What follows belongs to an exercise in optimizing a design on an open flow for small area, a short achievable clock period and few clock cycles; a production flow would make more cautious choices.
Only simulation tests tie the RTL to the original design; equivalence was not proved.
Power is estimated from default activity; no workload was simulated.

==> module round_sat_stage, before the edit <==
module round_sat_stage
(
  input  logic signed [31:0] x,
  input  logic [4:0]         shift,
  output logic [18:0]        y,        
  output logic               up        
);
  logic [32:0] x0;
  logic [34:0] t16;
  logic [26:0] t8;
  logic [22:0] t4;
  logic [20:0] t2;
  logic [19:0] t1;
  logic        sticky;
  logic [13:0] above;      
  logic        hi_ok;      
  logic        rnd;
  logic [18:0] q;
  always_comb begin
    x0 = {x, 1'b0};
    for (int i = 0; i < 35; i++)
      t16[i] = shift[4] ? ((i + 16 < 33) ? x0[i+16] : x[31]) : ((i < 33) ? x0[i] : x[31]);
    for (int i = 0; i < 27; i++) t8[i] = shift[3] ? t16[i+8] : t16[i];
    for (int i = 0; i < 23; i++) t4[i] = shift[2] ? t8[i+4]  : t8[i];
    for (int i = 0; i < 21; i++) t2[i] = shift[1] ? t4[i+2]  : t4[i];
    for (int i = 0; i < 20; i++) t1[i] = shift[0] ? t2[i+1]  : t2[i];
    q = t1[19:1];
    sticky = (shift[4] && (|x0[15:0])) || (shift[3] && (|t16[7:0])) ||
             (shift[2] && (|t8[3:0]))  || (shift[1] && (|t4[1:0])) ||
             (shift[0] && t2[0]);
    above[13] = 1'b0;
    for (int k = 12; k >= 0; k--) above[k] = above[k+1] | (x[18+k] ^ x[31]);
    hi_ok = (shift >= 5'd14) ? 1'b1 : !above[shift[3:0]];
    rnd = t1[0] && (sticky || t1[1]);
    if (!hi_ok) begin
      y  = x[31] ? 19'h40000 : 19'h3ffff;
      up = 1'b0;
    end else begin
      y  = q;
      up = rnd && (q != 19'h3ffff);
    end
  end
endmodule
==> module pe_top, before the edit <==
module pe_top
(
  input  logic    CLK,
  input  logic    rst_n,
  input  logic    req_valid,
  output logic    req_ready,
  input  pe_pkg::opnd_t   req_a,
  input  pe_pkg::opnd_t   req_b,
  input  pe_pkg::pe_out_t req_d,
  input  logic    req_propagate,
  input  pe_pkg::shift_t  req_shift,
  output logic    res_valid,
  input  logic    res_ready,
  output pe_pkg::pe_out_t res
);
  localparam int PPW = 36;
  logic        v0;
  logic [PPW-1:0] pp0;      
  logic [PPW-1:0] pp_in;
  logic [18:0] d0;
  logic        f0;           
  logic [4:0]  s0;
  logic        last_prop;
  logic [15:0] acc_lo;
  logic [15:0] acc_hi;       
  logic        acc_inc;      
  logic        acc_dec;      
  logic [15:0] hi_res;       
  logic [31:0] acc;          
  logic [18:0] pre;
  logic [18:0] res_q;        
  logic        up_q;         
  logic [18:0] res_y;        
  logic        res_up;
  logic [6:0]  res_lo;       
  logic        slot;         
  logic        adv;          
  logic [31:0] base;
  logic [15:0] sum_lo;
  logic        sum_inc;
  logic        sum_dec;
  logic [18:0] rs_y;
  logic        rs_up;
  assign slot      = !res_valid || res_ready;
  assign adv       = v0 && slot;
  assign req_ready = !v0 || slot;
  always_ff @(posedge CLK or negedge rst_n) begin
    if (!rst_n) begin
      v0        <= 1'b0;
      last_prop <= 1'b0;
    end else if (req_ready) begin
      v0 <= req_valid;
      if (req_valid) last_prop <= req_propagate;
    end
  end
  always_ff @(posedge CLK) begin
    if (req_ready) begin
      pp0 <= pp_in;
      d0 <= req_d;
      f0 <= req_propagate ^ last_prop;
      s0 <= req_shift;
    end
  end
  mac_pp pp_i (
    .a  (req_a),
    .b  (req_b),
    .pp (pp_in)
  );
  always_comb begin
    logic ones, zeros;
    ones  = 1'b1;
    zeros = 1'b1;
    for (int i = 0; i < 16; i++) begin
      hi_res[i] = acc_hi[i] ^ ((acc_inc && ones) || (acc_dec && zeros));
      ones  = ones && acc_hi[i];
      zeros = zeros && !acc_hi[i];
    end
  end
  assign acc  = {hi_res, acc_lo};
  assign base = f0 ? {{13{pre[18]}}, pre} : acc;
  mac_acc mac_i (
    .pp   (pp0),
    .base (base[15:0]),
    .y    (sum_lo),
    .inc  (sum_inc),
    .dec  (sum_dec)
  );
  round_sat_stage round_i (
    .x     (acc),
    .shift (s0),
    .y     (rs_y),
    .up    (rs_up)
  );
  always_ff @(posedge CLK or negedge rst_n) begin
    if (!rst_n) begin
      acc_lo    <= '0;
      acc_hi    <= '0;
      acc_inc   <= 1'b0;
      acc_dec   <= 1'b0;
      pre       <= '0;
      res_valid <= 1'b0;
    end else begin
      if (slot) res_valid <= v0;
      acc_hi  <= (adv && f0) ? base[31:16] : hi_res;
      acc_inc <= adv && sum_inc;
      acc_dec <= adv && sum_dec;
      if (adv) begin
        acc_lo  <= sum_lo;
        pre     <= d0;
      end
    end
  end
  always_ff @(posedge CLK) begin
    if (slot) begin
      res_q <= {res_y[18:6], res_lo[5:0]};
      up_q  <= res_lo[6];
    end
  end
  assign res_y  = f0 ? rs_y : pre;
  assign res_up = f0 && rs_up;
  assign res_lo = {1'b0, res_y[5:0]} + 7'(res_up);
  assign res    = {res_q[18:6] + 13'(up_q), res_q[5:0]};
endmodule
Settings: LEC_CHECK=0, ABC_AREA=1, CAP_MARGIN=20, CORE_MARGIN=2, CORE_UTILIZATION=60, CTS_BUF_LIST=sky130_fd_sc_hd__clkbuf_4 sky130_fd_sc_hd__clkbuf_8, SETUP_SLACK_MARGIN=3.3, SLEW_MARGIN=20; clock period 7.0 ns.
standard.sh (not shown) runs the stock make flow with config.mk's settings and CLKGATE_MAP_FILE= SYNTH_SCRIPT=/design/flow/synth_recipe.tcl, a recipe that flattens the netlist after the stock synthesis.
==> flow/flow/run.sh <==
#!/bin/bash
# The standard layout, with the port buffers inserted as the smallest
# buffer cell (the repair steps resize them where timing needs it).
set -euo pipefail
export BUFFER_PORTS_ARGS="-buffer_cell sky130_fd_sc_hd__buf_1"
bash standard.sh finish > standard_flow.log 2>&1
Testbench counts at the start, summed over its fixed seeds: cycles 12,016.
Then changed:
--- a/flow/design.v
+++ b/flow/design.v
@@ -481,6 +481,5 @@
   input  logic signed [31:0] x,
   input  logic [4:0]         shift,
-  output logic [18:0]        y,        
-  output logic               up        
+  output logic [18:0]        y
 );
   logic [32:0] x0;
@@ -511,11 +510,10 @@
     hi_ok = (shift >= 5'd14) ? 1'b1 : !above[shift[3:0]];
     rnd = t1[0] && (sticky || t1[1]);
-    if (!hi_ok) begin
-      y  = x[31] ? 19'h40000 : 19'h3ffff;
-      up = 1'b0;
-    end else begin
-      y  = q;
-      up = rnd && (q != 19'h3ffff);
-    end
+    if (!hi_ok)
+      y = x[31] ? 19'h40000 : 19'h3ffff;
+    else if (rnd && q != 19'h3ffff)
+      y = q + 19'd1;
+    else
+      y = q;
   end
 endmodule
@@ -551,9 +549,4 @@
   logic [31:0] acc;          
   logic [18:0] pre;
-  logic [18:0] res_q;        
-  logic        up_q;         
-  logic [18:0] res_y;        
-  logic        res_up;
-  logic [6:0]  res_lo;       
   logic        slot;         
   logic        adv;          
@@ -563,5 +556,4 @@
   logic        sum_dec;
   logic [18:0] rs_y;
-  logic        rs_up;
   assign slot      = !res_valid || res_ready;
   assign adv       = v0 && slot;
@@ -611,6 +603,5 @@
     .x     (acc),
     .shift (s0),
-    .y     (rs_y),
-    .up    (rs_up)
+    .y     (rs_y)
   );
   always_ff @(posedge CLK or negedge rst_n) begin
@@ -624,10 +615,10 @@
     end else begin
       if (slot) res_valid <= v0;
-      acc_hi  <= (adv && f0) ? base[31:16] : hi_res;
-      acc_inc <= adv && sum_inc;
-      acc_dec <= adv && sum_dec;
       if (adv) begin
         acc_lo  <= sum_lo;
-        pre     <= d0;
+        acc_hi  <= base[31:16];
+        acc_inc <= sum_inc;
+        acc_dec <= sum_dec;
+        pre <= d0;
       end
     end
@@ -635,11 +626,6 @@
   always_ff @(posedge CLK) begin
     if (slot) begin
-      res_q <= {res_y[18:6], res_lo[5:0]};
-      up_q  <= res_lo[6];
+      res <= f0 ? rs_y : pre;
     end
   end
-  assign res_y  = f0 ? rs_y : pre;
-  assign res_up = f0 && rs_up;
-  assign res_lo = {1'b0, res_y[5:0]} + 7'(res_up);
-  assign res    = {res_q[18:6] + 13'(up_q), res_q[5:0]};
 endmodule
Outcome: Clock-buffer cell count is unchanged. Final cell count climbs by a few percent. Synthesized area climbs by a few percent. Utilization goes down by 1.0 points. First-iteration DRC count is higher by a quarter to a third. Global-route usage came out higher by 1.3 points. Power stays flat. Synthesized cell count rose by roughly a tenth. Final area rose by a few percent. Worst setup slack gets better by 95 ps. Worst hold slack improves by 4.0 ps.
Testbench counts after the change, summed over its fixed seeds: cycles 12,016.

==> afterwards: timing with drivers on the ports <==
The results above use ideal ports. As a check the final layouts listed here were re-extracted and re-timed, cells and wires unchanged. Step 1 sets driving cells, clkbuf_16 on the clock port and buf_2 on the other inputs (assumed; they add their load-dependent delay and slew). Step 2 moves the port delays by t, midway between the first and last clock arrival at a register: inputs arrive t later, outputs are due t later. That takes back most of the time a late clock gives input paths. Slacks: ideal ports / drivers / drivers and shift; pairs: ideal ports / drivers.
run	t, ns	slack for setup (ns)	slew at the worst register clock pin (ns)
the first run	0.494	3.290 / 3.290 / 2.955	0.09 / 0.09
the second run	0.487	3.385 / 3.402 / 2.915	0.11 / 0.11
After both steps setup and hold are still met in every run listed. The setup slack of the second run, which loses most, moves by +0.017 ns with the drivers and by -0.470 ns with both steps.
